Context: an optimization exercise on an open-source flow, tuned for small area, a short achievable clock period and few clock cycles. The choices shown serve that exercise and are no tape-out recipe. The RTL was checked by simulation tests, not by an equivalence proof against the original design.

`flow/design.v`:
```
package mdu_pkg;
  typedef enum logic [2:0] {
    OP_MUL    = 3'b000,
    OP_MULH   = 3'b001,
    OP_MULHSU = 3'b010,
    OP_MULHU  = 3'b011,
    OP_DIV    = 3'b100,
    OP_DIVU   = 3'b101,
    OP_REM    = 3'b110,
    OP_REMU   = 3'b111
  } funct3_e;
endpackage
module mdu_divider (
  input  logic [31:0] value,
  output logic [5:0]  lz
);
  logic [15:0] z1;  logic [15:0][0:0] c1;
  logic [7:0]  z2;  logic [7:0][1:0]  c2;
  logic [3:0]  z3;  logic [3:0][2:0]  c3;
  logic [1:0]  z4;  logic [1:0][3:0]  c4;
  logic        z5;  logic [4:0]       c5;
  always_comb begin
    for (int i = 0; i < 16; i++) begin
      z1[i] = ~(value[2*i+1] | value[2*i]);
      c1[i] = ~value[2*i+1];
    end
    for (int i = 0; i < 8; i++) begin
      z2[i] = z1[2*i+1] & z1[2*i];
      c2[i] = z1[2*i+1] ? {1'b1, c1[2*i]} : {1'b0, c1[2*i+1]};
    end
    for (int i = 0; i < 4; i++) begin
      z3[i] = z2[2*i+1] & z2[2*i];
      c3[i] = z2[2*i+1] ? {1'b1, c2[2*i]} : {1'b0, c2[2*i+1]};
    end
    for (int i = 0; i < 2; i++) begin
      z4[i] = z3[2*i+1] & z3[2*i];
      c4[i] = z3[2*i+1] ? {1'b1, c3[2*i]} : {1'b0, c3[2*i+1]};
    end
    z5 = z4[1] & z4[0];
    c5 = z4[1] ? {1'b1, c4[0]} : {1'b0, c4[1]};
    lz = z5 ? 6'd32 : {1'b0, c5};
  end
endmodule
module mul_div_unit (
  input  logic        clk,
  input  logic        rst,
  input  logic        start,
  input  logic [2:0]  funct3,
  input  logic [31:0] operand_a,
  input  logic [31:0] operand_b,
  input  logic [4:0]  rd_in,
  input  logic        flush,
  output logic        busy,
  output logic        done,
  output logic [31:0] result,
  output logic [4:0]  rd_out
);
  logic s_dn, s_ds, s_fx, s_ms, s_ma;     
  logic s_dn_n, s_ds_n, s_fx_n, s_ms_n, s_ma_n;
  logic done_n;
  logic [2:0]  op_q;
  logic [4:0]  rd_q;
  logic [32:0] r_q, r_n;      
  logic [31:0] q_q, q_n;      
  logic [32:0] x_q, x_n;      
  logic        pb_q, pb_n;    
  logic [4:0]  cnt_q, cnt_n;
  logic        sa_q, sa_n;    
  logic        ds_q, ds_n;    
  logic        qz_q, qz_n;    
  logic        bz_q, bz_n;    
  logic        d1_q, d1_n;    
  logic        c0_q, c0_n;    
  logic        z0_q, t0_q, n0_q, z1_q, t1_q, n1_q, ci_q;
  logic        z0_n, t0_n, n0_n, z1_n, t1_n, n1_n, ci_n;
  logic idle, accept;
  assign busy   = s_dn | s_ds | s_fx | s_ms | s_ma;
  assign idle   = ~busy;
  assign accept = start & ~flush & idle;
  logic sgn_a_in, sgn_b_in;
  assign sgn_a_in = funct3[2] ? ~funct3[0] : ~(funct3[1] & funct3[0]);
  assign sgn_b_in = funct3[2] ? ~funct3[0] : ~funct3[1];
  logic [36:0] add_a, add_b, add_c, cs_s, cs_c, add_t;
  logic [35:0] cs_maj;
  always_comb begin
    add_a = {{4{r_q[32]}}, r_q};
    add_b = (z0_q ? 37'd0 : (t0_q ? {{3{x_q[32]}}, x_q, 1'b0} : {{4{x_q[32]}}, x_q}))
            ^ {37{n0_q}};
    add_c = {(z1_q ? 35'd0 : (t1_q ? {x_q[32], x_q, 1'b0} : {{2{x_q[32]}}, x_q})) ^ {35{n1_q}},
             n1_q, n1_q};
    cs_s   = add_a ^ add_b ^ add_c;
    cs_maj = (add_a[35:0] & add_b[35:0]) | (add_a[35:0] & add_c[35:0]) |
             (add_b[35:0] & add_c[35:0]);
    cs_c   = {cs_maj, n0_q};
    add_t  = cs_s + cs_c + {36'd0, ci_q};
  end
  logic dacc;
  assign dacc = add_t[36] ^ ~sa_q;
  logic [5:0] lza, lzb;
  logic [4:0] lza_c, lzb_c;
  logic       in_sa, in_sb, in_bz, in_quick;
  logic [5:0] in_d;
  logic [4:0] dn_d;
  assign in_sa = sgn_a_in & operand_a[31];
  assign in_sb = sgn_b_in & operand_b[31];
  mdu_divider u_lza (.value(operand_a ^ {32{in_sa}}), .lz(lza));
  mdu_divider u_lzb (.value(operand_b ^ {32{in_sb}}), .lz(lzb));
  assign lza_c    = lza[5] ? 5'd31 : lza[4:0];
  assign lzb_c    = lzb[5] ? 5'd31 : lzb[4:0];
  assign in_bz    = (operand_b == 32'd0);
  assign in_d     = {1'b0, lzb_c} - {1'b0, lza_c} + {5'd0, in_sa};
  assign in_quick = in_bz | in_d[5];
  assign dn_d     = cnt_q;
  logic skip8;
  assign skip8 = (cnt_q[3:1] != 3'b000) &
                 ((&{q_q[7:0], pb_q}) | ~(|{q_q[7:0], pb_q}));
  logic last_ms, ds_last, rem_fix;
  logic [4:0] cnt_ms;
  assign cnt_ms  = cnt_q - (skip8 ? 5'd2 : 5'd1);
  assign last_ms = (cnt_ms == 5'd0);
  assign ds_last = (cnt_q == 5'd0);
  assign rem_fix = op_q[1] & (~dacc | sa_q);
  always_comb begin
    s_dn_n = 1'b0;
    s_ds_n = 1'b0;
    s_fx_n = 1'b0;
    s_ms_n = 1'b0;
    s_ma_n = 1'b0;
    done_n = 1'b0;
    sa_n   = sa_q;
    ds_n   = ds_q;
    bz_n   = in_bz;
    qz_n   = 1'b0;
    d1_n   = s_dn;
    c0_n   = dacc;
    pb_n   = skip8 ? q_q[7] : q_q[3];
    if (idle)                 x_n = {sgn_b_in & operand_b[31], operand_b};
    else if (s_ds & ~ds_last) x_n = {x_q[32], x_q[32:1]};
    else                      x_n = x_q << (s_dn ? dn_d : 5'd0);
    if (idle)      r_n = funct3[2] ? {sgn_a_in & operand_a[31], operand_a} : 33'd0;
    else if (s_ms) r_n = skip8 ? {{8{r_q[32]}}, r_q[32:8]} : add_t[36:4];
    else           r_n = add_t[32:0];
    if (idle)      q_n = operand_a;
    else if (s_ds) q_n = {(d1_q ? {31{~ds_q & c0_q}} : q_q[30:0]), dacc ^ ~ds_q};
    else           q_n = skip8 ? {r_q[7:0], q_q[31:8]} : {add_t[3:0], q_q[31:4]};
    if (idle)      cnt_n = funct3[2] ? in_d[4:0] : 5'd8;
    else if (s_ds) cnt_n = cnt_q - 5'd1;
    else if (s_dn) cnt_n = cnt_q;
    else           cnt_n = cnt_ms;
    if (idle) begin
      pb_n   = 1'b0;
      sa_n   = in_sa;
      ds_n   = in_sa == in_sb;
      qz_n   = funct3[2] & in_quick;
      s_dn_n = accept & funct3[2] & ~in_quick;
      s_ms_n = accept & ~funct3[2];
      done_n = accept & funct3[2] & in_quick;
    end
    if (s_dn) s_ds_n = 1'b1;
    if (s_ds) begin
      if (!ds_last)     s_ds_n = 1'b1;
      else if (rem_fix) s_fx_n = 1'b1;
      else              done_n = 1'b1;
    end
    if (s_fx) done_n = 1'b1;
    if (s_ms) begin
      if (!last_ms)                                s_ms_n = 1'b1;
      else if ((op_q == mdu_pkg::OP_MULHU) & pb_n) s_ma_n = 1'b1;
      else                                         done_n = 1'b1;
    end
    if (s_ma) done_n = 1'b1;
  end
  logic [3:0] nl;
  logic       npb, ms_next;
  assign ms_next = s_ms_n & ~flush;
  always_comb begin
    if (idle) begin
      nl  = operand_a[3:0];
      npb = 1'b0;
    end else if (skip8) begin
      nl  = q_q[11:8];
      npb = q_q[7];
    end else begin
      nl  = q_q[7:4];
      npb = q_q[3];
    end
    if (ms_next) begin
      z0_n = (nl[1] == nl[0]) & (nl[0] == npb);
      t0_n = (nl[1] & ~nl[0] & ~npb) | (~nl[1] & nl[0] & npb);
      n0_n = nl[1] & ~(nl[0] & npb);
      z1_n = (nl[3] == nl[2]) & (nl[2] == nl[1]);
      t1_n = (nl[3] & ~nl[2] & ~nl[1]) | (~nl[3] & nl[2] & nl[1]);
      n1_n = nl[3] & ~(nl[2] & nl[1]);
      ci_n = nl[3] & ~(nl[2] & nl[1]);
    end else if (idle) begin
      z0_n = in_sa == in_sb;
      t0_n = 1'b0;
      n0_n = 1'b0;
      z1_n = 1'b1;
      t1_n = 1'b0;
      n1_n = in_sa;
      ci_n = 1'b0;
    end else if (s_dn) begin
      z0_n = 1'b0;
      t0_n = 1'b0;
      n0_n = dacc ? ds_q : ~ds_q;
      z1_n = 1'b1;
      t1_n = 1'b0;
      n1_n = 1'b0;
      ci_n = 1'b0;
    end else if (s_ds & ds_last) begin
      z0_n = dacc;
      t0_n = 1'b0;
      n0_n = ~ds_q;
      z1_n = 1'b1;
      t1_n = 1'b0;
      n1_n = 1'b0;
      ci_n = sa_q;
    end else begin
      z0_n = 1'b0;
      t0_n = 1'b0;
      n0_n = s_ds & (dacc ? ds_q : ~ds_q);
      z1_n = 1'b1;
      t1_n = 1'b0;
      n1_n = 1'b0;
      ci_n = 1'b0;
    end
  end
  always_ff @(posedge clk or posedge rst) begin
    if (rst) begin
      s_dn <= 1'b0;
      s_ds <= 1'b0;
      s_fx <= 1'b0;
      s_ms <= 1'b0;
      s_ma <= 1'b0;
      done <= 1'b0;
    end else begin
      s_dn <= s_dn_n & ~flush;
      s_ds <= s_ds_n & ~flush;
      s_fx <= s_fx_n & ~flush;
      s_ms <= s_ms_n & ~flush;
      s_ma <= s_ma_n & ~flush;
      done <= done_n & ~flush;
    end
  end
  always_ff @(posedge clk) begin
    if (idle) begin
      op_q <= funct3;
      rd_q <= rd_in;
    end
    r_q   <= r_n;
    q_q   <= q_n;
    x_q   <= x_n;
    pb_q  <= pb_n;
    cnt_q <= cnt_n;
    sa_q  <= sa_n;
    ds_q  <= ds_n;
    qz_q  <= qz_n;
    bz_q  <= bz_n;
    d1_q  <= d1_n;
    c0_q  <= c0_n;
    z0_q  <= z0_n;
    t0_q  <= t0_n;
    n0_q  <= n0_n;
    z1_q  <= z1_n;
    t1_q  <= t1_n;
    n1_q  <= n1_n;
    ci_q  <= ci_n;
  end
  logic selr;
  assign selr   = op_q[2] ? op_q[1] : (op_q[1] | op_q[0]);
  assign result = selr ? r_q[31:0] : (qz_q ? {32{bz_q}} : q_q);
  assign rd_out = rd_q;
endmodule
```
`flow/constraint.sdc`:
```
create_clock -name core_clock -period 10.0 [get_ports {clk}]
set_input_delay 2.0000 -clock core_clock [delete_from_list [all_inputs] [get_ports {clk}]]
set_output_delay 2.0000 -clock core_clock [all_outputs]
set_load 0.01 [all_outputs]
```
`flow/run.sh`:
```
#!/bin/bash
# synth_recipe.tcl (not shown) runs the flow's synth.tcl, then flattens the netlist and writes it again
# the make line also repeats each setting of config.mk as NAME=value (left out here)
make -C /OpenROAD-flow-scripts/flow DESIGN_CONFIG=/design/flow/config.mk WORK_HOME=/design/flow/orfs CLKGATE_MAP_FILE= SYNTH_SCRIPT=/design/flow/synth_recipe.tcl finish
```
`flow/config.mk`:
```
export PLATFORM = sky130hd
export DESIGN_NAME = mul_div_unit
export DESIGN_NICKNAME = mul_div_unit
export VERILOG_FILES = /design/flow/design.v
export SDC_FILE = /design/flow/constraint.sdc
export NUM_CORES = 4
export LEC_CHECK = 0
export CAP_MARGIN = 20
export CORE_MARGIN = 2
export CORE_UTILIZATION = 40
export SETUP_SLACK_MARGIN = 5
export SLEW_MARGIN = 20
```
==> run summary, run 1 <==
status timing/DRC/antenna clean; CTS max path bufs 2; Hold Path Sink pb_q; antenna viol nets, final 0; GPL Wtd Cong 0.966; routed vias 15,000; share of layout cells above drive strength 1 8.60%; Post-Layout Cell Count 2,484; Reg area 2850 µm²; Yosys Warn Count 2; Yosys top cell area share 14.9%; number of fill cells in the layout 3,642; number of cell rows 69; initial core utilization 40.6%; CTS tree built; critical path class reg2reg; syn nets 2,135; predominant post-synthesis flop cell dfxtp_1; DR WL/cell 22.9 µm; unrepaired setup endpoints after global routing true; core area 35,500 µm²; ANT cells 0; Post-Place Cells 2,421; setup ws final 5070 ps; CTS Sinks 131; worst reg-to-reg setup slack 5070 ps; Max-Slew Margin vs Limit 48.1%; Final period util 49.3%; final wirelength 56,800 µm; vias in the first global route 14,400; CTS Buf Count 17; min Tclk post-route 4930 ps; Area contributors post-synth dfxtp_1, mux2i_1, nor2_1, fa_1, xnor2_1; initial antenna violation count 2; Hold WS 605 ps; Yosys reg bits 131; CTS root buf clkbuf_16; GRT overflow 0; Hold Vio Cnt, Final 0; # IOs 115; worst skew pair latency 470 ps; area of the multi-input gates 10,800 µm²; hold_sp q_q[3]; FF-to-FF path depth 22; DR pass1 iterations 13; EDFF count, synth 18; DRC violations left 0; Yosys cell types 83; FMAX 203 MHz; Final Skew 26.8 ps; DP Worst Slack 3360 ps; most instantiated library cell after synthesis nor2_1; setup TNS 0 ps; mapped cell area 14,400 µm²; hold depth 2; initial DRC count 1,519; Pins Over Slew Limit 0; Worst Path Max Fanout 17; post-synthesis sequential area ratio 19.7%; Mapped Cells 1,964; IO buf count 114; DR WL met3 4710 µm; reg2reg end done; # setup viols final 0; die area 37,500 µm²; Die H 194 µm; Startpoint Class register; post-synthesis async set-or-reset flop share 4.58%; Avg Cell Area, Syn 7.33 µm²; Critical Path RT 10,340 ps; Worst Tran Pin Value 779 ps; post-DP HPWL 41,900 µm; Critical Path AT 5270 ps; highest routed layer met5; Metal-1 WL 24,800 µm; start of the worst register-to-register path z0_q; Reg clk slew, reported paths 70 ps; synth cell count leaders nor2_1, mux2i_1, nand2_1, inv_1, a21oi_1; H-tree Lvls 4; Area growth, synth to finish 18.6%; Via density 6.04; first-pass GRT wire length 86,400 µm; Crit. End Element register; largest net degree at the start of global routing 65; Post-layout nets 2,181; die width 194 µm; cell taking the most area after synthesis dfxtp_1; GRT Total Usage 29.5%; min-delay worst type reg2reg; hold buffer count at CTS 0; Met2 Wirelength 25,400 µm; Max-Cap Viols 0
[layout make-up]
class | count | area share [%]
inverters | 142 | 3.18
multi-input cells | 1552 | 63.2
clock inverters | 11 | 0.770
flip-flops and latches | 131 | 16.7
well taps | 461 | 3.38
repair inverters | 1 | 0.0367
repair buffers | 165 | 9.84
clock buffers | 21 | 2.95
[flip-flops by register name, summed over array words and instances (netlist names), 3 cells and up]
register  flops
x_q          33
cnt_q         5
op_q          3
rd_q          5
r_q          33
q_q          32
[cells by family (layout without fill, tap and decap cells)]
family                     after synthesis  in the layout  synth area share, %
muxes                                  155            155                 11.1
AOI/OAI and AO/OA                      535            535                 23.8
xor gates and xnor gates               111            111                 6.75
adders and majority gates               95             95                 10.3
and+or+nand+nor                        655            656                 20.6
buffers and inverters                  282            340                 7.64
DFF                                    131            131                 19.7
[layer usage]
layer	track usage, %	vias up
li1	-	7016
met1	40.5	7216
met2	46.3	656
met3	5.43	109
met4	10.8	2
met5	0	-
[placed cells by master, fill, tap and decap left out, types with 11 or more instances in the layout]
cell / count
a211oi_1: 14
a21o_1: 27
a21oi_1: 126
a222oi_1: 17
a22oi_1: 26
a31oi_1: 44
buf_4: 41
clkbuf_16: 20
clkdlybuf4s50_1: 74
dfxtp_1: 101
dlygate4sd2_1: 17
dlymetal6s2s_1: 16
edfxtp_1: 18
fa_1: 37
ha_1: 54
inv_1: 138
mux2i_1: 141
nand2_1: 138
nand2b_1: 45
nand3_1: 44
nand4_1: 18
nor2_1: 285
nor2b_1: 39
nor3_1: 22
o211ai_1: 17
o21ai_0: 109
o21bai_1: 11
o22ai_1: 39
xnor2_1: 85
xor2_1: 25
[per-stage QoR]
stage,area [µm²],utilization (%)
2_1_floorplan,14400,-
3_5_place_dp,15800,44.5
3_3_place_gp,15800,44.4
4_1_cts,16800,47.5
5_1_grt,17100,48.1
6_report,17100,48.1
[critical path, stage by stage, from the launching register on]
cell and delay [ps]:
dfxtp_4 370, buf_12 150, nor2_1 80, nand2_1 70
xor2_1 170, fa_1 500, inv_1 50, fa_2 350
fa_2 400, a21oi_4 190, o211ai_1 100, o211ai_1 180
o21ai_2 180, o31ai_4 300, o31a_1 230, o21ai_2 90
a21oi_2 240, xnor2_4 140, ha_4 220, and3_1 160
a311o_1 310, a311oi_1 250, nor2_1 60
[how the worst max path moves through the flow]
stage | start | endpoint | slack, ps | cells after the start
floorplan | funct3[2] | done | 5000 | 19
global placement | funct3[0] | done | 3330 | 20
detailed placement | funct3[2] | done | 3360 | 21
CTS | z0_q | done | 5010 | 22
global route | z0_q | done | 4810 | 22
finish | z0_q | done | 5070 | 22
[timing repair]
| action | 4_1_cts | 5_1_grt |
|---|---|---|
| resized for setup | 89 | 51 |
| pin swaps | 18 | 20 |
| setup endpoints to repair | 13 | 8 |
| cloned | 3 | 1 |
| buffers inserted | 22 | 5 |
Testbench counts, summed over its fixed seeds: cycles 58,549.
==> inputs of run 2 (changes only) <==
--- a/flow/design.v
+++ b/flow/design.v
@@ -119,7 +119,7 @@
   assign cnt_ms  = cnt_q - (skip8 ? 5'd2 : 5'd1);
   assign last_ms = (cnt_ms == 5'd0);
   assign ds_last = (cnt_q == 5'd0);
-  assign rem_fix = op_q[1] & (~dacc | sa_q);
+  assign rem_fix = op_q[1];
   always_comb begin
     s_dn_n = 1'b0;
     s_ds_n = 1'b0;
==> run summary, run 2 <==
status timing/DRC/antenna clean; CTS tree built; Via density 6.20; Avg Cell Area, Syn 7.46 µm²; area of the multi-input gates 10,700 µm²; CTS Sinks 131; grt met3 use 4.66%; CP peak stage delay 330 ps; FMAX 201 MHz; EDFF count, synth 18; most common cell after layout, fill and taps aside nor2_1; Max-Cap Viols 0; DR pass1 iterations 8; Critical Path AT 5300 ps; Area growth, synth to finish 16.9%; CTS root buf clkbuf_16; first-pass GRT wire length 83,300 µm; routed vias 14,900; Worst Path Max Fanout 6; predominant post-synthesis flop cell dfxtp_1; GRT Max-Usage Layer met2; mux cell area share after synthesis 11.3%; hold buffer count at CTS 0; Yosys Warn Count 2; share of layout cells above drive strength 1 7.90%; met1 global-route usage 41.2%; initial core utilization 40.7%; adder-cell area share of the yosys netlist 10.4%; IO buf count 114; Final Skew 18.2 ps; Pins Over Slew Limit 0; critical path class in2reg; cell taking the most area after synthesis dfxtp_1; post-synthesis compound-gate area fraction 23.1%; Reg clk slew, reported paths 60 ps; CTS max path bufs 2; antenna viol nets, final 0; Die H 192 µm; syn nets 2,065; Post-layout nets 2,107; final wirelength 55,900 µm; most frequent cells in the layout nor2_1, nand2_1, mux2i_1; # IOs 115; # setup viols final 0; H-tree Lvls 4; min Tclk post-route 4970 ps; Cell Chain, Critical Path buf_8 -> or2_4 -> or3_4 -> o31a_1 -> a31oi_1 -> o22ai_1 -> a22oi_1 -> o221ai_1 -> a21oi_1 -> ha_1 -> ha_1 -> a21o_1 -> a21oi_2 -> o21bai_1 -> a21oi_1 -> xnor2_1 -> o21ai_1 -> nand3_1 -> a21oi_2; min-delay worst type reg2reg; Post-Synth Simple-Gate Area 22.8%; vias in the first global route 13,700; die width 192 µm; synth cell count leaders nor2_1, nand2_1, mux2i_1, a21oi_1, clkbuf_1; Critical Path RT 10,330 ps; GRT Total Usage 29.9%; placed cell areas 15,500 µm²; initial DRC count 1,711; post-synthesis sequential area ratio 20.0%; combinational family with the most area after synthesis compound AO/OA/AOI/OAI gates; unrepaired setup endpoints after global routing true; Reg area 2840 µm²; Crit. End Element register; fin area 16,500 µm²; Final period util 49.7%; GR Layer Usage met2 47.4%; setup TNS 0 ps; DR WL/cell 23.2 µm; initial antenna violation count 1; core area 34,700 µm²; CTS Buf Count 17; Top Registers r_q (33), x_q (33), q_q (32); DRC violations left 0; Mapped Cells 1,895; Hold Vio Cnt, Final 0; most instantiated library cell after synthesis nor2_1; Yosys top cell area share 15.2%; Worst Tran Pin Value 1100 ps; Post-Synth XOR/XNOR Area 6.81%; GPL Wtd Cong 0.942; largest net degree at the start of global routing 77; die area 36,900 µm²; Max-Slew Margin vs Limit 26.4%; Crit-path slowest cell or3_4; Yosys reg bits 131; mapped cell area 14,100 µm²; Startpoint Class primary input; Area contributors post-synth dfxtp_1, mux2i_1, nor2_1, fa_1, ha_1; post-synthesis async set-or-reset flop share 4.58%; number of cell rows 68; post-DP HPWL 41,600 µm; GRT overflow 0; number of fill cells in the layout 3,552; Yosys cell types 82; worst skew pair latency 460 ps
run 2: cell count changes after synthesis, sizes merged, moves of 7 or more:
cell	delta
inv	-83
nor2	-26
xnor2	-22
xor2	+21
nand2	+20
nand3	+17
and3	+10
clkbuf	+10
mux2i	+8
a211oi	-7
a21oi	-7
o21ai	-7
run 2: final timing paths:
check,from,endpoint,slack (ps),cells after the start
min in group asynchronous,rst,s_ms,1790,2
max in group asynchronous,rst,s_dn,7990,2
worst min register to register,op_q[2],s_ma,540,3
worst max-delay path,operand_a[11],done,5030,19
worst min-delay path,op_q[2],s_ma,540,3
worst max register to register,z0_q,r_q[32],5260,17
run 2: cells by family after synthesis:
group                    count (synthesis)
multiplexers                           157
AND/OR/NAND/NOR                        693
adder cells (fa/ha/maj)                 94
flip-flops                             131
AO/OA/AOI/OAI                          507
XOR/XNOR                               110
buffers and inverters                  203
run 2: cell type report:
class	instances	share of cell area (%)
inverters	59	1.36
flip-flops and latches	131	17.2
clock inverters	9	0.764
multi-input cells	1562	64.9
repair buffers	165	9.36
well taps	455	3.44
clock buffers	23	2.90
repair inverters	1	0.0454
diodes	1	0.0151
run 2: routing by layer:
layer | up-vias | wire length (µm) | part of all wire, %
li1 | 6888 | - | -
met1 | 7123 | 23700 | 42
met2 | 797 | 25500 | 46
met3 | 99 | 5050 | 9.0
met4 | 0 | 1610 | 2.9
met5 | - | 0 | 0
run 2: worst max-delay path: cells and delay by family:
family | cells | cell delay [ps]
AOI/OAI and AO/OA | 12 | 1750
adders and majority gates | 2 | 590
buffers and inverters | 1 | 120
xor gates and xnor gates | 1 | 130
and+or+nand+nor | 3 | 680
run 2: metrics by stage:
stage               setup WS [ps]  hold slack [ps]  util [%]  std cells
finish                       5030              539      47.6       2406
global route                 4860              582      47.6       2405
CTS                          4950              545      47.1       2395
detailed placement           3090              535      44.7       2344
global placement             3130              540      44.7       2344
floorplan                    4990              361         -       1895
run 2: timing repair:
action | CTS | global route
buffers inserted | 16 | 9
pin swaps | 14 | 27
cloned | 3 | 1
resized for setup | 84 | 55
setup endpoints to repair | 16 | 16
Testbench counts of run 2, summed over its fixed seeds: cycles 58,927.
==> inputs of run 3 (changes only) <==
--- a/flow/design.v
+++ b/flow/design.v
@@ -63,7 +63,7 @@
   logic [32:0] r_q, r_n;      
   logic [31:0] q_q, q_n;      
   logic [32:0] x_q, x_n;      
-  logic        pb_q, pb_n;    
+  logic [1:0]  m_q, m_n;      
   logic [4:0]  cnt_q, cnt_n;
   logic        sa_q, sa_n;    
   logic        ds_q, ds_n;    
@@ -111,12 +111,10 @@
   assign in_d     = {1'b0, lzb_c} - {1'b0, lza_c} + {5'd0, in_sa};
   assign in_quick = in_bz | in_d[5];
   assign dn_d     = cnt_q;
-  logic skip8;
-  assign skip8 = (cnt_q[3:1] != 3'b000) &
-                 ((&{q_q[7:0], pb_q}) | ~(|{q_q[7:0], pb_q}));
+  localparam int MAXZ = 1;
   logic last_ms, ds_last, rem_fix;
   logic [4:0] cnt_ms;
-  assign cnt_ms  = cnt_q - (skip8 ? 5'd2 : 5'd1);
+  assign cnt_ms  = cnt_q - {3'd0, m_q} - 5'd1;
   assign last_ms = (cnt_ms == 5'd0);
   assign ds_last = (cnt_q == 5'd0);
   assign rem_fix = op_q[1];
@@ -133,22 +131,34 @@
     qz_n   = 1'b0;
     d1_n   = s_dn;
     c0_n   = dacc;
-    pb_n   = skip8 ? q_q[7] : q_q[3];
     if (idle)                 x_n = {sgn_b_in & operand_b[31], operand_b};
     else if (s_ds & ~ds_last) x_n = {x_q[32], x_q[32:1]};
     else                      x_n = x_q << (s_dn ? dn_d : 5'd0);
     if (idle)      r_n = funct3[2] ? {sgn_a_in & operand_a[31], operand_a} : 33'd0;
-    else if (s_ms) r_n = skip8 ? {{8{r_q[32]}}, r_q[32:8]} : add_t[36:4];
+    else if (s_ms) begin
+      case (m_q)
+        2'd0:    r_n = add_t[36:4];
+        2'd1:    r_n = {{4{add_t[36]}}, add_t[36:8]};
+        2'd2:    r_n = {{8{add_t[36]}}, add_t[36:12]};
+        default: r_n = {{12{add_t[36]}}, add_t[36:16]};
+      endcase
+    end
     else           r_n = add_t[32:0];
     if (idle)      q_n = operand_a;
     else if (s_ds) q_n = {(d1_q ? {31{~ds_q & c0_q}} : q_q[30:0]), dacc ^ ~ds_q};
-    else           q_n = skip8 ? {r_q[7:0], q_q[31:8]} : {add_t[3:0], q_q[31:4]};
+    else begin
+      case (m_q)
+        2'd0:    q_n = {add_t[3:0],  q_q[31:4]};
+        2'd1:    q_n = {add_t[7:0],  q_q[31:8]};
+        2'd2:    q_n = {add_t[11:0], q_q[31:12]};
+        default: q_n = {add_t[15:0], q_q[31:16]};
+      endcase
+    end
     if (idle)      cnt_n = funct3[2] ? in_d[4:0] : 5'd8;
     else if (s_ds) cnt_n = cnt_q - 5'd1;
     else if (s_dn) cnt_n = cnt_q;
     else           cnt_n = cnt_ms;
     if (idle) begin
-      pb_n   = 1'b0;
       sa_n   = in_sa;
       ds_n   = in_sa == in_sb;
       qz_n   = funct3[2] & in_quick;
@@ -165,25 +175,43 @@
     if (s_fx) done_n = 1'b1;
     if (s_ms) begin
       if (!last_ms)                                s_ms_n = 1'b1;
-      else if ((op_q == mdu_pkg::OP_MULHU) & pb_n) s_ma_n = 1'b1;
+      else if ((op_q == mdu_pkg::OP_MULHU) & ms_top) s_ma_n = 1'b1;
       else                                         done_n = 1'b1;
     end
     if (s_ma) done_n = 1'b1;
   end
-  logic [3:0] nl;
-  logic       npb, ms_next;
+  logic [15:0] w;
+  logic        wpb, ms_next, ms_top;
+  logic [3:0]  nl;
+  logic        npb;
+  logic [4:0]  cnt_nx;
+  logic        f1, f2, f3, e1, e2, e3;
   assign ms_next = s_ms_n & ~flush;
   always_comb begin
     if (idle) begin
-      nl  = operand_a[3:0];
-      npb = 1'b0;
-    end else if (skip8) begin
-      nl  = q_q[11:8];
-      npb = q_q[7];
+      w   = operand_a[15:0];
+      wpb = 1'b0;
     end else begin
-      nl  = q_q[7:4];
-      npb = q_q[3];
-    end
+      case (m_q)
+        2'd0:    begin w = q_q[19:4];  wpb = q_q[3];  end
+        2'd1:    begin w = q_q[23:8];  wpb = q_q[7];  end
+        2'd2:    begin w = q_q[27:12]; wpb = q_q[11]; end
+        default: begin w = q_q[31:16]; wpb = q_q[15]; end
+      endcase
+    end
+    nl     = w[3:0];
+    npb    = wpb;
+    cnt_nx = idle ? 5'd8 : cnt_ms;
+    f1 = (&w[7:3])   | ~(|w[7:3]);
+    f2 = (&w[11:7])  | ~(|w[11:7]);
+    f3 = (&w[15:11]) | ~(|w[15:11]);
+    e1 = (MAXZ >= 1) & f1 & (cnt_nx >= 5'd2);
+    e2 = (MAXZ >= 2) & e1 & f2 & (cnt_nx >= 5'd3);
+    e3 = (MAXZ >= 3) & e2 & f3 & (cnt_nx >= 5'd4);
+    m_n = e3 ? 2'd3 : (e2 ? 2'd2 : (e1 ? 2'd1 : 2'd0));
+  end
+  assign ms_top = wpb;
+  always_comb begin
     if (ms_next) begin
       z0_n = (nl[1] == nl[0]) & (nl[0] == npb);
       t0_n = (nl[1] & ~nl[0] & ~npb) | (~nl[1] & nl[0] & npb);
@@ -251,7 +279,7 @@
     r_q   <= r_n;
     q_q   <= q_n;
     x_q   <= x_n;
-    pb_q  <= pb_n;
+    m_q   <= m_n;
     cnt_q <= cnt_n;
     sa_q  <= sa_n;
     ds_q  <= ds_n;
==> run summary, run 3 <==
status timing/DRC/antenna clean; Worst Path Max Fanout 8; Via density 6.16; CP peak stage delay 370 ps; most frequent cells in the layout nor2_1, mux2i_1, nand2_1; DRC violations left 0; mapped cell area 14,100 µm²; critical path class in2reg; # setup viols final 0; Post-layout nets 2,031; antenna viol nets, final 0; Hold Vio Cnt, Final 0; EDFF count, synth 17; combinational family with the most area after synthesis compound AO/OA/AOI/OAI gates; post-synthesis sequential area ratio 20.0%; Top Registers r_q (33), x_q (33), q_q (32); Max-Slew Margin vs Limit 37.5%; setup TNS 0 ps; GRT Max-Usage Layer met2; Crit. End Element register; post-synthesis async set-or-reset flop share 4.58%; Area contributors post-synth dfxtp_1, mux2i_1, nor2_1, fa_1, ha_1; Avg Cell Area, Syn 7.76 µm²; placed cell areas 15,500 µm²; share of layout cells above drive strength 1 10.3%; DR pass1 iterations 8; first-pass GRT wire length 82,000 µm; mux cell area share after synthesis 14.3%; Die H 192 µm; routed vias 14,400; largest net degree at the start of global routing 74; DR WL/cell 23.3 µm; Yosys cell types 85; GR Layer Usage met2 45.4%; die width 192 µm; Area growth, synth to finish 17.2%; # IOs 115; predominant post-synthesis flop cell dfxtp_1; CTS tree built; initial core utilization 40.7%; fin area 16,600 µm²; vias in the first global route 13,500; initial antenna violation count 0; Hold WS 621 ps; Worst Tran Pin Value 932 ps; initial DRC count 1,690; Mapped Cells 1,822; Startpoint Class primary input; Post-Synth Simple-Gate Area 19.6%; number of cell rows 68; Final period util 49.4%; Critical Path AT 5300 ps; grt met3 use 4.60%; cell taking the most area after synthesis dfxtp_1; min Tclk post-route 4940 ps; most instantiated library cell after synthesis nor2_1; most frequent CP cell a21oi_2; Post-Layout Cell Count 2,330; CTS root buf clkbuf_16; ANT cells 0; Critical Path RT 10,360 ps; Yosys Warn Count 2; Crit-path slowest cell a211o_1; critical path's top delay family compound AO/OA/AOI/OAI gates; syn nets 1,991; IO buf count 114; Post-Place Cells 2,270; CTS max path bufs 2; post-synthesis compound-gate area fraction 23.1%; worst skew pair latency 440 ps; Yosys reg bits 131; Reg clk slew, reported paths 70 ps; most common cell after layout, fill and taps aside nor2_1; CTS Sinks 131; FMAX 202 MHz; synth cell count leaders nor2_1, mux2i_1, nand2_1, a21oi_1, dfxtp_1; H-tree Lvls 4; unrepaired setup endpoints after global routing true; die area 36,900 µm²; final wirelength 54,200 µm; Max-Cap Viols 0; Buf/Inv on CP 2; core area 34,700 µm²; GPL Wtd Cong 0.940; Pins Over Slew Limit 0; adder-cell area share of the yosys netlist 10.3%; hold buffer count at CTS 0; Yosys top cell area share 15.3%; CTS Buf Count 17; Cell Chain, Critical Path buf_2 -> nand2_8 -> inv_12 -> and3_4 -> nor2_4 -> o21ai_1 -> a22oi_1 -> o22ai_1 -> o211ai_1 -> a211o_1 -> ha_4 -> ha_4 -> a21o_1 -> a21oi_2 -> o21bai_1 -> a21oi_2 -> xnor2_1 -> o21ai_1 -> nand3_1 -> a21oi_2; Post-Synth XOR/XNOR Area 6.73%; GRT overflow 0; min-delay worst type reg2reg; met1 global-route usage 40.3%; Final Skew 14.7 ps; GRT Total Usage 29.2%; post-DP HPWL 40,600 µm
run 3: cell count changes in the layout (fill, tap and decap cells not counted), moves of 6 or more:
cell / change
nor2_1: -48
nand2_1: -34
mux2_2: +30
nand3_1: -19
o21ai_0: -16
inv_1: +13
dlymetal6s2s_1: +11
a21o_1: -8
clkdlybuf4s50_1: -8
o221ai_1: -8
nand4_1: -7
a21oi_1: -6
inv_6: +6
mux2i_1: +6
run 3: logic make-up after synthesis:
kind of cell	count (synthesis)
AO/OA/AOI/OAI	500
XOR/XNOR	107
adder cells (fa/ha/maj)	93
buffers and inverters	210
flip-flops	131
multiplexers	195
AND/OR/NAND/NOR	586
run 3: layer usage:
metal	share of wire, %	up-vias
li1	-	6669
met1	45	6899
met2	44	695
met3	7.4	101
met4	3.9	0
met5	0	-
run 3: repair_timing:
item,CTS,global route
endpoints found under the setup margin,56,26
cloned,1,1
resized for setup,68,71
buffers inserted,13,13
pin swaps,3,22
endpoints found under the hold margin,0,0
run 3: stage by stage:
| step | worst slack, ps | utilization (%) |
|---|---|---|
| 5_1_grt | 4870 | 47.7 |
| 3_3_place_gp | 3490 | 44.6 |
| 3_5_place_dp | 3290 | 44.6 |
| 2_1_floorplan | 5010 | - |
| 6_report | 5060 | 47.7 |
| 4_1_cts | 4920 | 46.9 |
run 3: path summary, 6_finish.rpt:
check	from	endpoint	slack, ps	cells after the start
max reg2reg	n0_q	n0_q	5170	15
min reg2reg	op_q[2]	s_ma	620	3
min	op_q[2]	s_ma	620	3
max	operand_a[31]	done	5060	20
min in group asynchronous	rst	s_fx	1760	2
max in group asynchronous	rst	s_dn	8040	2
run 3: final cells by class:
type                       instances  area [µm²]
clock inverter                    12        96.3
inverter                          72         285
sequential                       131        2830
timing repair buffer             157        1520
timing repair inverter             2        17.5
multi-input combinational       1481       10800
tap                              455         569
fill                            3489       18100
clock buffer                      20         457
run 3: worst reg2reg max path, stage by stage (launching register included):
cell and delay, ps:
dfxtp_2 330, clkbuf_8 350, xor2_1 160, fa_1 520, inv_1 60, fa_1 450, fa_1 480, a21oi_1 220
o22ai_1 200, o2111ai_2 290, nand3_2 170, a311oi_4 410, xnor2_4 220, xnor2_2 280, mux2_4 330, o31ai_2 250
Testbench counts of run 3, summed over its fixed seeds: cycles 56,467.
==> inputs of run 4 (changes only) <==
--- a/flow/design.v
+++ b/flow/design.v
@@ -57,7 +57,9 @@
 );
   logic s_dn, s_ds, s_fx, s_ms, s_ma;     
   logic s_dn_n, s_ds_n, s_fx_n, s_ms_n, s_ma_n;
-  logic done_n;
+  logic done_q, done_n;
+  logic fxn_q, fxn_n;         
+  logic fx_act, fx_done;
   logic [2:0]  op_q;
   logic [4:0]  rd_q;
   logic [32:0] r_q, r_n;      
@@ -74,7 +76,10 @@
   logic        z0_q, t0_q, n0_q, z1_q, t1_q, n1_q, ci_q;
   logic        z0_n, t0_n, n0_n, z1_n, t1_n, n1_n, ci_n;
   logic idle, accept;
-  assign busy   = s_dn | s_ds | s_fx | s_ms | s_ma;
+  assign fx_act  = s_fx & fxn_q;
+  assign fx_done = s_fx & ~fxn_q;
+  assign busy    = s_dn | s_ds | fx_act | s_ms | s_ma;
+  assign done    = done_q | fx_done;
   assign idle   = ~busy;
   assign accept = start & ~flush & idle;
   logic sgn_a_in, sgn_b_in;
@@ -127,6 +132,7 @@
     done_n = 1'b0;
     sa_n   = sa_q;
     ds_n   = ds_q;
+    fxn_n  = ~dacc | sa_q;
     bz_n   = in_bz;
     qz_n   = 1'b0;
     d1_n   = s_dn;
@@ -172,7 +178,7 @@
       else if (rem_fix) s_fx_n = 1'b1;
       else              done_n = 1'b1;
     end
-    if (s_fx) done_n = 1'b1;
+    if (fx_act) done_n = 1'b1;
     if (s_ms) begin
       if (!last_ms)                                s_ms_n = 1'b1;
       else if ((op_q == mdu_pkg::OP_MULHU) & ms_top) s_ma_n = 1'b1;
@@ -261,14 +267,14 @@
       s_fx <= 1'b0;
       s_ms <= 1'b0;
       s_ma <= 1'b0;
-      done <= 1'b0;
+      done_q <= 1'b0;
     end else begin
       s_dn <= s_dn_n & ~flush;
       s_ds <= s_ds_n & ~flush;
       s_fx <= s_fx_n & ~flush;
       s_ms <= s_ms_n & ~flush;
       s_ma <= s_ma_n & ~flush;
-      done <= done_n & ~flush;
+      done_q <= done_n & ~flush;
     end
   end
   always_ff @(posedge clk) begin
@@ -294,6 +300,7 @@
     t1_q  <= t1_n;
     n1_q  <= n1_n;
     ci_q  <= ci_n;
+    fxn_q <= fxn_n;
   end
   logic selr;
   assign selr   = op_q[2] ? op_q[1] : (op_q[1] | op_q[0]);
==> run summary, run 4 <==
Die H 192 µm; mapped cell area 14,100 µm²; min-delay worst type reg2reg; CTS tree built; setup TNS 0 ps; Area growth, synth to finish 17.0%; worst skew pair latency 440 ps; GRT overflow 0; most instantiated library cell after synthesis nor2_1; fin area 16,500 µm²; Max-Slew Margin vs Limit 21.1%; number of fill cells in the layout 3,412; EDFF count, synth 17; die area 36,800 µm²; Area contributors post-synth dfxtp_1, mux2i_1, nor2_1, fa_1, ha_1; Pins Over Slew Limit 0; syn nets 2,016; Reg clk slew, reported paths 60 ps; Final period util 52.4%; Yosys reg bits 132; unrepaired setup endpoints after global routing true; CTS Buf Count 17; initial core utilization 40.8%; final wirelength 53,800 µm; antenna viol nets, final 0; Hold Vio Cnt, Final 0; DR pass1 iterations 7; area of the multi-input gates 10,700 µm²; Final Skew 12.1 ps; CTS Sinks 132; Yosys cell types 77; Critical Path RT 10,340 ps; number of cell rows 68; Mapped Cells 1,846; share of layout cells above drive strength 1 9.28%; die width 192 µm; core area 34,600 µm²; CTS max path bufs 2; Reg area 2850 µm²; Yosys top cell area share 15.5%; DR WL/cell 22.9 µm; post-synthesis sequential area ratio 20.1%; CTS root buf clkbuf_16; routed vias 14,400; Avg Cell Area, Syn 7.65 µm²; Via density 6.14; first-pass GRT wire length 81,600 µm; Worst Tran Pin Value 1180 ps; initial antenna violation count 0; hold buffer count at CTS 0; initial DRC count 1,762; most frequent cells in the layout nor2_1, nand2_1, mux2i_1; most common cell after layout, fill and taps aside nor2_1; placed cell areas 15,500 µm²; Post-layout nets 2,054; predominant post-synthesis flop cell dfxtp_1; synth cell count leaders nor2_1, nand2_1, mux2i_1, a21oi_1, dfxtp_1; H-tree Lvls 4; status timing/DRC/antenna clean; critical path class in2reg; post-DP HPWL 41,000 µm; Yosys Warn Count 2; GRT Total Usage 29.0%; # IOs 115; GPL Wtd Cong 0.968; ANT cells 0; largest net degree at the start of global routing 69; Crit. End Element register; cell taking the most area after synthesis dfxtp_1; Worst Path Max Fanout 6; # setup viols final 0; Startpoint Class primary input; min Tclk post-route 5240 ps; FMAX 191 MHz; DRC violations left 0; IO buf count 114; Max-Cap Viols 0; Top Registers r_q (33), x_q (33), q_q (32); vias in the first global route 13,400; post-synthesis async set-or-reset flop share 4.55%; Critical Path AT 5580 ps
[run 4: cell types whose count changed in the layout (fill, tap and decap cells not counted), sizes merged, moves of 7 or more]
cell           change
inv                -7
a211oi             +8
dlymetal6s2s      -14
clkdlybuf4s50     +18
nand2             +34
a21oi             -13
mux2              -13
o22ai             -14
o21ai             +13
or2                -7
[run 4: area by class of cell]
| class | instances | share of cell area (%) |
|---|---|---|
| multi-input cells | 1505 | 64.9 |
| flip-flops and latches | 132 | 17.3 |
| repair buffers | 157 | 8.98 |
| well taps | 455 | 3.45 |
| clock buffers | 21 | 2.92 |
| inverters | 70 | 1.69 |
| clock inverters | 11 | 0.742 |
| repair inverters | 1 | 0.0379 |
[run 4: critical path: stages]
cell and delay, ps:
buf_6 90, buf_12 130, o21a_4 210, or4_4 420, a22oi_2 220, o31ai_2 120
a41oi_2 210, o32ai_2 120, o21ai_2 90, a211oi_2 110, a31oi_4 240, ha_4 250
ha_4 260, a21o_1 110, a21oi_2 60, o21bai_1 180, a21oi_2 90, xor2_1 180
buf_4 140, buf_4 120, nor4_1 210
[run 4: routing by layer]
layer | track usage (%) | wire length (µm) | vias up
met5 | 0 | 0 | -
met4 | 8.05 | 1110 | 0
met3 | 4.44 | 4340 | 67
met2 | 44.9 | 24300 | 656
met1 | 41.7 | 24000 | 6976
li1 | - | - | 6735
[run 4: repair_timing]
action                                  in CTS  in global routing
gates cloned                                 2                  0
pin swaps                                   20                 13
buffers inserted                            17                  5
endpoints found under the setup margin       9                 10
resized for setup                           96                 36
[run 4: kinds of logic (layout without fill, tap and decap cells)]
family                     after synthesis  in the layout  share of synthesized area (%)
muxes                                  183            183                           13.4
AOI/OAI and AO/OA                      492            492                           23.0
adders and majority gates               94             94                           10.4
xor gates and xnor gates               109            109                           6.76
buffers and inverters                  210            260                           5.80
and+or+nand+nor                        626            627                           20.6
DFF                                    132            132                           20.1
[run 4: final timing paths]
path | endpoint | slack (ps) | cells after the start | start
setup / recovery | s_dn | 4760 | 21 | funct3[2]
hold / removal | s_ma | 540 | 3 | op_q[2]
setup reg to reg | n0_q | 5160 | 21 | t0_q
hold reg to reg | s_ma | 540 | 3 | op_q[2]
max in group asynchronous | s_ms | 8010 | 2 | rst
min in group asynchronous | s_ma | 1790 | 2 | rst
[run 4: stage by stage]
step                      std cells  util (%)  setup slack (ps)  hold slack (ps)
final                          2352      47.7              4760              544
after global routing           2352      47.7              4570              593
after CTS                      2347      47.2              4730              544
after detailed placement       2296      44.7              2950              539
after global placement         2296      44.7              3010              537
after floorplan                1846         -              4700              406
Testbench counts of run 4, summed over its fixed seeds: cycles 56,089.
==> inputs of run 5 (changes only) <==
==> flow/flow/run.sh (new file) <==
#!/bin/bash
# Layout flow: the standard flow (standard.sh, all steps unchanged),
# except that the buffer ORFS puts on every input and output port is the
# plain sky130 buffer (buf_1) instead of the delay-cell buffer it picks by
# default.  Every port still gets its own buffer.
set -euo pipefail
export BUFFER_PORTS_ARGS="-buffer_cell sky130_fd_sc_hd__buf_1"
bash standard.sh > standard.log 2>&1
==> flow/standard.sh (new file) <==
#!/bin/bash
# synth_recipe.tcl (not shown) runs the flow's synth.tcl, then flattens the netlist and writes it again
# the make line also repeats each setting of config.mk as NAME=value (left out here)
make -C /OpenROAD-flow-scripts/flow DESIGN_CONFIG=/design/flow/config.mk WORK_HOME=/design/flow/orfs CLKGATE_MAP_FILE= SYNTH_SCRIPT=/design/flow/synth_recipe.tcl "${@:-finish}"
removed: flow/run.sh
==> run summary, run 5 <==
DR pass1 iterations 9; DR WL/cell 22.7 µm; most instantiated library cell after synthesis nor2_1; Final period util 53.3%; ANT cells 0; start of the worst register-to-register path t1_q; Critical Path AT 5700 ps; Critical Path RT 10,370 ps; Crit. End Element register; antenna viol nets, final 0; Yosys cell types 77; mapped cell area 14,100 µm²; reg2reg end n0_q; CTS Buf Count 17; worst reg-to-reg setup slack 5270 ps; CP peak stage delay 420 ps; DRC violations left 0; core area 34,600 µm²; Max-Cap Viols 0; Startpoint Class primary input; Die H 192 µm; routed vias 14,400; CTS Sinks 132; GPL Wtd Cong 0.942; min Tclk post-route 5330 ps; crit path to done_q; hold buffer count at CTS 0; IO buf count 114; Hold Vio Cnt, Final 0; Worst Tran Pin Value 1050 ps; post-DP HPWL 40,600 µm; cell taking the most area after synthesis dfxtp_1; Post-Layout Cell Count 2,352; post-synthesis async set-or-reset flop share 4.55%; Post-Place Cells 2,298; fin area 15,800 µm²; # IOs 115; Mapped Cells 1,846; GRT Total Usage 28.8%; Yosys top cell area share 15.5%; critical path class in2reg; die area 36,800 µm²; Pins Over Slew Limit 0; Reg clk slew, reported paths 60 ps; first-pass GRT wire length 81,000 µm; predominant post-synthesis flop cell dfxtp_1; unrepaired setup endpoints after global routing true; Post-layout nets 2,054; final wirelength 53,300 µm; most frequent CP cell nor2_1; setup TNS 0 ps; initial core utilization 40.8%; Top Registers r_q (33), x_q (33), q_q (32); number of cell rows 68; most frequent cells in the layout nor2_1, nand2_1, mux2i_1; status timing/DRC/antenna clean; FMAX 188 MHz; Crit-path slowest cell or4_4; Worst Path Max Fanout 5; post-synthesis sequential area ratio 20.1%; Hold WS 544 ps; initial antenna violation count 0; worst skew pair latency 440 ps; Final Skew 14.9 ps; largest net degree at the start of global routing 69; CTS root buf clkbuf_16; EDFF count, synth 17; min-delay worst type reg2reg; Max-Slew Margin vs Limit 30.2%; most common cell after layout, fill and taps aside nor2_1; CTS tree built; # setup viols final 0; Via density 6.14; CTS max path bufs 2; vias in the first global route 13,700; H-tree Lvls 4; Yosys reg bits 132; Avg Cell Area, Syn 7.65 µm²; placed cell areas 14,800 µm²; Yosys Warn Count 2; Area contributors post-synth dfxtp_1, mux2i_1, nor2_1, fa_1, ha_1; critical path launch point funct3[2]; die width 192 µm; Area growth, synth to finish 11.8%; synth cell count leaders nor2_1, nand2_1, mux2i_1, a21oi_1, dfxtp_1; FF-to-FF path depth 19; GRT overflow 0; initial DRC count 1,583; Cell Chain, Critical Path buf_6 -> buf_8 -> o21a_4 -> or4_4 -> a22oi_2 -> o31ai_4 -> a41oi_2 -> o32ai_2 -> o21ai_2 -> a211oi_2 -> a31oi_4 -> ha_4 -> ha_4 -> a21o_1 -> a21oi_2 -> o21bai_1 -> a21oi_1 -> xor2_1 -> nor2_1 -> nor2_1 -> nor3_2 -> nor2_1; share of layout cells above drive strength 1 8.80%; syn nets 2,016
[run 5: what timing repair did]
action                                 4_1_cts  5_1_grt
gates cloned                                 2        0
endpoints found under the hold margin        0        0
setup endpoints to repair                   10       10
pin swaps                                   23       15
setup buffers                               18        2
resized for setup                           41       26
[run 5: routing by layer]
layer / wire length [µm] / vias to the layer above / global-route usage (%) / part of all wire [%]
li1: - / 6728 / - / -
met3: 4740 / 106 / 5.96 / 8.9
met2: 23500 / 700 / 44.4 / 44
met4: 1770 / 0 / 10.1 / 3.3
met1: 23300 / 6897 / 39.9 / 44
met5: 0 / - / 0 / 0
[run 5: cell families after synthesis]
family / count (synthesis) / share of synthesized area [%]
AO/OA/AOI/OAI: 492 / 23.0
XOR/XNOR: 109 / 6.76
adder cells (fa/ha/maj): 94 / 10.4
buffers and inverters: 210 / 5.80
flip-flops: 132 / 20.1
multiplexers: 183 / 13.4
AND/OR/NAND/NOR: 626 / 20.6
[run 5: worst min-delay path by stage]
stage / from / depth (start not counted) / to
finish: op_q[2] / 3 / s_ma
global route: op_q[2] / 3 / s_ma
CTS: op_q[2] / 3 / s_ma
detailed placement: op_q[2] / 3 / s_ma
global placement: op_q[2] / 3 / s_ma
floorplan: s_dn / 0 / d1_q
[run 5: layout make-up]
cell class / count / area, µm²
clock inverter: 11 / 108
clock buffer: 21 / 450
multi-input combinational: 1505 / 10700
fill: 3495 / 18800
timing repair inverter: 1 / 8.76
timing repair buffer: 157 / 823
sequential: 132 / 2850
inverter: 70 / 279
tap: 455 / 569
[run 5: stage by stage]
| stage | setup WS, ps | utilization, % |
|---|---|---|
| floorplan | 4700 | - |
| global placement | 3270 | 42.7 |
| global route | 4460 | 45.6 |
| CTS | 4750 | 45.2 |
| detailed placement | 3190 | 42.7 |
| finish | 4670 | 45.6 |
[run 5: critical path, delay by kind of cell]
family / cells / cell delay [ps]
fa+ha+maj: 2 / 450
simple gates: 5 / 820
compound gates: 12 / 2000
buf+inv: 2 / 210
xor+xnor: 1 / 210
==> inputs of run 6 (changes only) <==
--- a/flow/design.v
+++ b/flow/design.v
@@ -60,6 +60,7 @@
   logic done_q, done_n;
   logic fxn_q, fxn_n;         
   logic fx_act, fx_done;
+  logic dn_act, dn_done;      
   logic [2:0]  op_q;
   logic [4:0]  rd_q;
   logic [32:0] r_q, r_n;      
@@ -69,7 +70,6 @@
   logic [4:0]  cnt_q, cnt_n;
   logic        sa_q, sa_n;    
   logic        ds_q, ds_n;    
-  logic        qz_q, qz_n;    
   logic        bz_q, bz_n;    
   logic        d1_q, d1_n;    
   logic        c0_q, c0_n;    
@@ -78,8 +78,8 @@
   logic idle, accept;
   assign fx_act  = s_fx & fxn_q;
   assign fx_done = s_fx & ~fxn_q;
-  assign busy    = s_dn | s_ds | fx_act | s_ms | s_ma;
-  assign done    = done_q | fx_done;
+  assign busy    = dn_act | s_ds | fx_act | s_ms | s_ma;
+  assign done    = done_q | fx_done | dn_done;
   assign idle   = ~busy;
   assign accept = start & ~flush & idle;
   logic sgn_a_in, sgn_b_in;
@@ -103,19 +103,21 @@
   assign dacc = add_t[36] ^ ~sa_q;
   logic [5:0] lza, lzb;
   logic [4:0] lza_c, lzb_c;
-  logic       in_sa, in_sb, in_bz, in_quick;
-  logic [5:0] in_d;
+  logic       in_sa, in_sb, in_bz;
+  logic [5:0] dn_s;
   logic [4:0] dn_d;
+  logic [4:0] la_q, la_n;    
   assign in_sa = sgn_a_in & operand_a[31];
   assign in_sb = sgn_b_in & operand_b[31];
-  mdu_divider u_lza (.value(operand_a ^ {32{in_sa}}), .lz(lza));
-  mdu_divider u_lzb (.value(operand_b ^ {32{in_sb}}), .lz(lzb));
-  assign lza_c    = lza[5] ? 5'd31 : lza[4:0];
-  assign lzb_c    = lzb[5] ? 5'd31 : lzb[4:0];
+  mdu_divider u_lza (.value(operand_a ^ {32{operand_a[31]}}), .lz(lza));
+  mdu_divider u_lzb (.value(operand_b ^ {32{operand_b[31]}}), .lz(lzb));
+  assign lza_c    = (operand_a[31] & ~sgn_a_in) ? 5'd0 : (lza[5] ? 5'd31 : lza[4:0]);
+  assign lzb_c    = (operand_b[31] & ~sgn_b_in) ? 5'd0 : (lzb[5] ? 5'd31 : lzb[4:0]);
   assign in_bz    = (operand_b == 32'd0);
-  assign in_d     = {1'b0, lzb_c} - {1'b0, lza_c} + {5'd0, in_sa};
-  assign in_quick = in_bz | in_d[5];
-  assign dn_d     = cnt_q;
+  assign dn_s     = {1'b0, cnt_q} - {1'b0, la_q} + {5'd0, sa_q};
+  assign dn_d     = dn_s[4:0];
+  assign dn_done  = s_dn & (bz_q | dn_s[5]);
+  assign dn_act   = s_dn & ~(bz_q | dn_s[5]);
   localparam int MAXZ = 1;
   logic last_ms, ds_last, rem_fix;
   logic [4:0] cnt_ms;
@@ -134,7 +136,7 @@
     ds_n   = ds_q;
     fxn_n  = ~dacc | sa_q;
     bz_n   = in_bz;
-    qz_n   = 1'b0;
+    la_n   = lza_c;
     d1_n   = s_dn;
     c0_n   = dacc;
     if (idle)                 x_n = {sgn_b_in & operand_b[31], operand_b};
@@ -150,7 +152,7 @@
       endcase
     end
     else           r_n = add_t[32:0];
-    if (idle)      q_n = operand_a;
+    if (idle)      q_n = funct3[2] ? {32{in_bz}} : operand_a;
     else if (s_ds) q_n = {(d1_q ? {31{~ds_q & c0_q}} : q_q[30:0]), dacc ^ ~ds_q};
     else begin
       case (m_q)
@@ -160,19 +162,17 @@
         default: q_n = {add_t[15:0], q_q[31:16]};
       endcase
     end
-    if (idle)      cnt_n = funct3[2] ? in_d[4:0] : 5'd8;
+    if (idle)      cnt_n = funct3[2] ? lzb_c : 5'd8;
     else if (s_ds) cnt_n = cnt_q - 5'd1;
-    else if (s_dn) cnt_n = cnt_q;
+    else if (s_dn) cnt_n = dn_d;
     else           cnt_n = cnt_ms;
     if (idle) begin
       sa_n   = in_sa;
       ds_n   = in_sa == in_sb;
-      qz_n   = funct3[2] & in_quick;
-      s_dn_n = accept & funct3[2] & ~in_quick;
+      s_dn_n = accept & funct3[2];
       s_ms_n = accept & ~funct3[2];
-      done_n = accept & funct3[2] & in_quick;
     end
-    if (s_dn) s_ds_n = 1'b1;
+    if (dn_act) s_ds_n = 1'b1;
     if (s_ds) begin
       if (!ds_last)     s_ds_n = 1'b1;
       else if (rem_fix) s_fx_n = 1'b1;
@@ -289,7 +289,7 @@
     cnt_q <= cnt_n;
     sa_q  <= sa_n;
     ds_q  <= ds_n;
-    qz_q  <= qz_n;
+    la_q  <= la_n;
     bz_q  <= bz_n;
     d1_q  <= d1_n;
     c0_q  <= c0_n;
@@ -304,6 +304,6 @@
   end
   logic selr;
   assign selr   = op_q[2] ? op_q[1] : (op_q[1] | op_q[0]);
-  assign result = selr ? r_q[31:0] : (qz_q ? {32{bz_q}} : q_q);
+  assign result = selr ? r_q[31:0] : q_q;
   assign rd_out = rd_q;
 endmodule
==> run summary, run 6 <==
Max-Cap Viols 0; Cell Chain, Critical Path inv_1 -> ha_1 -> inv_1 -> ha_1 -> a21o_1 -> a21oi_2 -> o211ai_2 -> xnor2_2 -> o31ai_4 -> buf_12 -> clkbuf_2; Final Skew 17.3 ps; status timing/DRC/antenna clean; Util after Layout 44.6%; Die H 196 µm; Area growth, synth to finish 10.4%; antenna viol nets, final 0; hold depth 2; number of cell rows 70; first-pass GRT wire length 83,500 µm; Crit-path slowest cell edfxtp_1; die area 38,300 µm²; hold buffer count at CTS 0; routed vias 15,200; initial DRC count 1,470; Pins Over Slew Limit 0; Hold Vio Cnt, Final 0; # IOs 115; GRT overflow 0; ANT cells 0; post-DP HPWL 41,900 µm; post-synthesis async set-or-reset flop share 4.41%; Yosys Warn Count 2; Critical Path AT 2910 ps; EDFF count, synth 12; post-synthesis compound-gate area fraction 24.1%; DR pass1 iterations 7; cell taking the most area after synthesis dfxtp_1; adder-cell area share of the yosys netlist 10.1%; Worst Tran Pin Value 1020 ps; critical path class reg2out; Yosys top cell area share 16.1%; mux cell area share after synthesis 13.2%; Max-Slew Margin vs Limit 32.2%; CTS Buf Count 17; Mapped Cells 2,017; number of fill cells in the layout 3,710; setup TNS 0 ps; FMAX 204 MHz; critical path's top delay family compound AO/OA/AOI/OAI gates; predominant post-synthesis flop cell dfxtp_1; CTS max path bufs 2; syn nets 2,188; final wirelength 55,800 µm; mapped cell area 14,700 µm²; Startpoint Class register; Post-Synth Simple-Gate Area 18.8%; synth cell count leaders nor2_1, nand2_1, o21ai_0, mux2i_1, a21oi_1; GPL Wtd Cong 0.955; H-tree Lvls 4; unrepaired setup endpoints after global routing false; Top Registers r_q (33), x_q (33), q_q (32); vias in the first global route 14,200; Final period util 49.1%; min-delay worst type reg2reg; share of layout cells above drive strength 1 6.15%; Crit. End Element output port; Yosys cell types 75; min Tclk post-route 4910 ps; DRC violations left 0; CP peak stage delay 400 ps; Area contributors post-synth dfxtp_1, mux2i_1, o21ai_0, a21oi_1, fa_1; CTS Sinks 136; Buf/Inv on CP 4; Via density 6.00; combinational family with the most area after synthesis compound AO/OA/AOI/OAI gates; initial antenna violation count 1; Worst Path Max Fanout 10; post-synthesis sequential area ratio 19.6%; Post-layout nets 2,223; CTS tree built; most instantiated library cell after synthesis nor2_1; core area 36,300 µm²; Post-Synth XOR/XNOR Area 6.56%; FF-to-FF path depth 18; Yosys reg bits 136; DR WL/cell 22.0 µm; Reg area 2890 µm²; initial core utilization 40.4%; area of the multi-input gates 10,700 µm²; die width 196 µm; CTS root buf clkbuf_16; largest net degree at the start of global routing 78; most frequent cells in the layout nor2_1, nand2_1, o21ai_0; Critical Path RT 8000 ps; Reg clk slew, reported paths 70 ps; # setup viols final 0; IO buf count 114; GRT Total Usage 28.4%; Avg Cell Area, Syn 7.28 µm²; worst skew pair latency 460 ps; Crit path depth 11
-- run 6: area by class of cell --
class,count,share of cell area [%]
Inverter,167,3.87
Tap cell,468,3.61
Sequential cell,136,17.8
Clock inverter,14,0.810
Timing Repair Buffer,150,5.12
Multi-Input combinational cell,1580,66.1
Clock buffer,18,2.71
-- run 6: through the flow --
| stage | hold WS [ps] | instances | setup WS, ps | cell area, µm² |
|---|---|---|---|---|
| after floorplan | 345 | 2017 | 5130 | 14700 |
| after CTS | 553 | 2518 | 4970 | 16000 |
| after global placement | 525 | 2484 | 4540 | 15300 |
| after detailed placement | 536 | 2484 | 4420 | 15300 |
| after global routing | 576 | 2533 | 4990 | 16200 |
| final | 563 | 2533 | 5090 | 16200 |
-- run 6: path summary, 6_finish.rpt --
path / end / slack, ps / from
max: busy / 5090 / sa_q
min: ci_q / 560 / sa_q
max reg2reg: n0_q / 5230 / t0_q
min reg2reg: ci_q / 560 / sa_q
max in group asynchronous: s_ds / 8360 / rst
min in group asynchronous: s_dn / 1420 / rst
-- run 6: logic make-up (layout without fill, tap and decap cells) --
| kind of cell | Yosys count | count (layout) |
|---|---|---|
| DFF | 136 | 136 |
| AOI/OAI and AO/OA | 569 | 569 |
| xor gates and xnor gates | 110 | 110 |
| and+or+nand+nor | 618 | 618 |
| adders and majority gates | 95 | 95 |
| buffers and inverters | 301 | 349 |
| muxes | 188 | 188 |
-- run 6: what timing repair did --
action                                  CTS  global route
pin swaps                                 0             4
buffers inserted                          2            12
resized for setup                        11            11
endpoints found under the setup margin    7             3
cloned                                    0             3
-- run 6: metal layers --
metal | routed length [µm] | GRT usage [%] | up-vias | part of all wire (%)
met3 | 4130 | 4.66 | 108 | 7.4
li1 | - | - | 7178 | -
met2 | 25900 | 46.4 | 678 | 46
met1 | 23600 | 37.1 | 7246 | 42
met4 | 2220 | 11.8 | 0 | 4.0
met5 | 0 | 0 | - | 0
-- run 6: tightest hold or removal path, stage by stage, from the launching register on --
cell and delay [ps]:
edfxtp_1 360, nand2_1 50, o21ai_0 120
Testbench counts of run 6, summed over its fixed seeds: cycles 56,089.

[static timing again, ports no longer ideal]
The flow's constraints put no driver on any port. The routed layouts listed below were extracted and timed again, unchanged, in two steps.
Step 1 (the two cells are an assumption about what drives the block):
set clk [get_ports {clk}]
set_driving_cell -lib_cell sky130_fd_sc_hd__clkbuf_16 $clk
set_driving_cell -lib_cell sky130_fd_sc_hd__buf_2 [delete_from_list [all_inputs] $clk]
Step 2 moves the port delays by t, midway between the first and last clock arrival at a register: inputs arrive t later, outputs are due t later. That takes back most of the time a late clock gives input paths.
Slacks: ideal ports / drivers / drivers and shift; pairs: ideal ports / drivers.
run | t, ns | setup WS [ns] | slew at the worst register clock pin (ns) | worst slew at a driven data input, ns
run 1 | 0.514 | 5.068 / 5.068 / 4.574 | 0.08 / 0.08 | 0.05
run 2 | 0.494 | 5.027 / 5.033 / 4.539 | 0.07 / 0.07 | 0.05
run 3 | 0.483 | 5.060 / 5.058 / 4.578 | 0.07 / 0.07 | 0.09
run 4 | 0.490 | 4.760 / 4.781 / 4.291 | 0.07 / 0.07 | 0.07
run 5 | 0.487 | 4.667 / 4.663 / 4.175 | 0.06 / 0.06 | 0.05
run 6 | 0.504 | 5.090 / 5.037 / 4.973 | 0.07 / 0.07 | 0.05
After both steps setup and hold are still met in every run listed. The setup slack of run 1, which loses most, moves by 0.000 ns with the drivers and by -0.494 ns with both steps.
